Background: an optimization exercise with open tools, aiming at small area, a short achievable clock period and few clock cycles per item. Do not read the settings as production practice.
Where RTL was checked, it was by simulation tests only, not by an equivalence proof against the original.

// mlp_seq_accel
module mlp_seq_accel (
  input  logic        clk,
  input  logic        reset,
  input  logic        start,
  output logic [9:0]  x_addr,
  input  logic [31:0] x_data,
  output logic [19:0] w_addr,
  input  logic [31:0] w_data,
  output logic        rd_en,
  output logic        busy,
  output logic        done,
  output logic [3:0]  predicted_digit,
  output logic [31:0] max_score
);
  localparam logic [3:0] S_IDLE = 4'd0, S_B2 = 4'd1, S_B1 = 4'd2, S_W1 = 4'd3,
                         S_W2 = 4'd4, S_FL = 4'd5, S_W2L = 4'd6, S_EVW = 4'd7,
                         S_EV = 4'd8;
  localparam logic [2:0] T_NONE = 3'd0, T_RFIRST = 3'd1, T_RADD = 3'd2,
                         T_CLR = 3'd3, T_ACC = 3'd4, T_FLUSH = 3'd5, T_EVAL = 3'd6;
  logic [3:0]  st_q, st_n;
  logic [3:0]  k_q, k_n;
  logic [6:0]  h_q, h_n;
  logic [6:0]  g_q, g_n;
  logic [9:0]  i_q, i_n;
  logic [16:0] wp_q, wp_n;
  logic [3:0]  po_q, po_n;
  logic [3:0]  hs_q;
  logic        busy_q, done_q, go_q;
  logic [9:0]  xa_q, xa_n;
  logic [19:0] wa_q, wa_n;
  logic        rd_q, rd_n;
  logic [2:0]  tag0_q, tag0_n, tag1_q, tag2_q;
  logic        f_radd_q, f_acc_q, f_accen_q, f_ringwr_q, f_act_q, f_eval_q;
  logic        accept;
  logic [12:0] w2row;
  ...
==> flow/config.mk <==
export PLATFORM = sky130hd
export DESIGN_NAME = mlp_seq_accel
export DESIGN_NICKNAME = mlp_seq_accel
export VERILOG_FILES = /design/flow/design.v
export SDC_FILE = /design/flow/constraint.sdc
export NUM_CORES = 4
export LEC_CHECK = 0
export CAP_MARGIN = 20
export CORE_MARGIN = 2
export CORE_UTILIZATION = 45
export SLEW_MARGIN = 20
==> flow/constraint.sdc <==
create_clock -name core_clock -period 13.0 [get_ports {clk}]
set_input_delay 2.6000 -clock core_clock [delete_from_list [all_inputs] [get_ports {clk}]]
set_output_delay 2.6000 -clock core_clock [all_outputs]
set_load 0.01 [all_outputs]
standard.sh (not shown) runs the stock make flow with config.mk's settings and CLKGATE_MAP_FILE= SYNTH_SCRIPT=/design/flow/synth_recipe.tcl, a recipe that flattens the netlist after the stock synthesis.
==> flow/flow/run.sh <==
#!/bin/bash
set -uo pipefail
bash standard.sh SETUP_SLACK_MARGIN=9.0 \
  "CTS_ARGS=-sink_clustering_enable -repair_clock_nets -dont_use_dummy_load -sink_clustering_size 24 -sink_clustering_max_diameter 100" \
  finish > flow_make.log 2>&1
Testbench counts at the start, summed over its fixed seeds: cycles 814,328, items 8.
Change:
--- a/flow/design.v
+++ b/flow/design.v
@@ -90,15 +90,15 @@
       default: st_n = S_IDLE;
     endcase
   end
   assign w2row = 13'd785 + {9'd0, po_n};
   always_comb begin
     rd_n   = 1'b0;
     tag0_n = T_NONE;
-    xa_n   = (st_n == S_W1) ? i_n + 10'd1 : 10'd0;
+    xa_n   = i_n;
     wa_n   = {3'd0, wp_n};
     case (st_n)
       S_B2:  begin rd_n = 1'b1; tag0_n = T_RFIRST; wa_n = {16'h18D8, po_n}; end
       S_B1:  begin rd_n = 1'b1; tag0_n = T_CLR;    wa_n = {13'd784, h_n}; end
       S_W1:  begin rd_n = 1'b1; tag0_n = T_ACC; end
       S_W2, S_W2L: begin rd_n = 1'b1; tag0_n = T_RADD; wa_n = {w2row, g_n}; end
       S_FL:  tag0_n = (k_n == 4'd0) ? T_FLUSH : T_NONE;
@@ -142,29 +142,28 @@
     h_q  <= h_n;
     g_q  <= g_n;
     i_q  <= i_n;
     wp_q <= wp_n;
     xa_q <= xa_n;
     wa_q <= wa_n;
   end
-  logic [31:0] xp_q, a_q, am;
+  logic [31:0] a_q, am;
   logic [33:0] a3_q;
   logic [10:0] bs1_q, bs2_q, bs3_q, bs4_q, bneg_q;
   logic [30:0] act_q;
   logic [33:0] wx;
   assign wx = {w_data[31], w_data, 1'b0};
   always_comb begin
     case (tag1_q)
-      T_ACC:   am = xp_q;
+      T_ACC:   am = x_data;
       T_RADD:  am = {1'b0, act_q};
       default: am = 32'h0100_0000;
     endcase
   end
   always_ff @(posedge clk) begin
-    xp_q <= x_data;
     a_q  <= am;
     a3_q <= {{2{am[31]}}, am} + {am[31], am, 1'b0};
     for (int j = 0; j < 11; j++) begin
       bneg_q[j] <= wx[3*j+3];
       case (wx[3*j+3 -: 4])
         4'b0001, 4'b0010, 4'b1101, 4'b1110: {bs4_q[j], bs3_q[j], bs2_q[j], bs1_q[j]} <= 4'b0001;
         4'b0011, 4'b0100, 4'b1011, 4'b1100: {bs4_q[j], bs3_q[j], bs2_q[j], bs1_q[j]} <= 4'b0010;
After rerunning: Sequential share of layout area decreases by 1.3 points. Setup slack got worse by 330 ps. Synthesized cell count goes down by 4.3%. Synthesized area came out lower by 2.7%. Routed wire length is about the same. Non-clock buffer count goes up by 73. Worst hold slack gets worse by 17 ps. Final area grows by 0.65%.
For the second run of this note, only the layout was checked, not whether the RTL still works.

==> what the ideal ports hide <==
The results above use ideal ports. As a check the final layouts listed here were re-extracted and re-timed, cells and wires unchanged. Step 1 assumes that a clkbuf_16 drives the clock port and a buf_2 every other input. Step 2 adds t to the input delays and takes it off the output delays; t is the mean of the earliest and latest rising clock arrival at the registers after step 1. Input paths then give back, and output paths get back, about the clock's delay inside the block. Slacks: ideal ports / drivers / drivers and shift; pairs: ideal ports / drivers.
| run | t, ns | setup WS [ns] | worst setup path after step 2 | worst register clock-pin slew, ns |
|---|---|---|---|---|
| the first run | 0.729 | 8.752 / 8.752 / 8.752 | register to register | 0.10 / 0.10 |
| the second run | 0.719 | 8.424 / 8.459 / 7.740 | input to register | 0.10 / 0.10 |
After both steps every run listed still meets setup and hold. The setup slack of the second run, which loses most, moves by +0.035 ns with the drivers and by -0.684 ns with both steps.
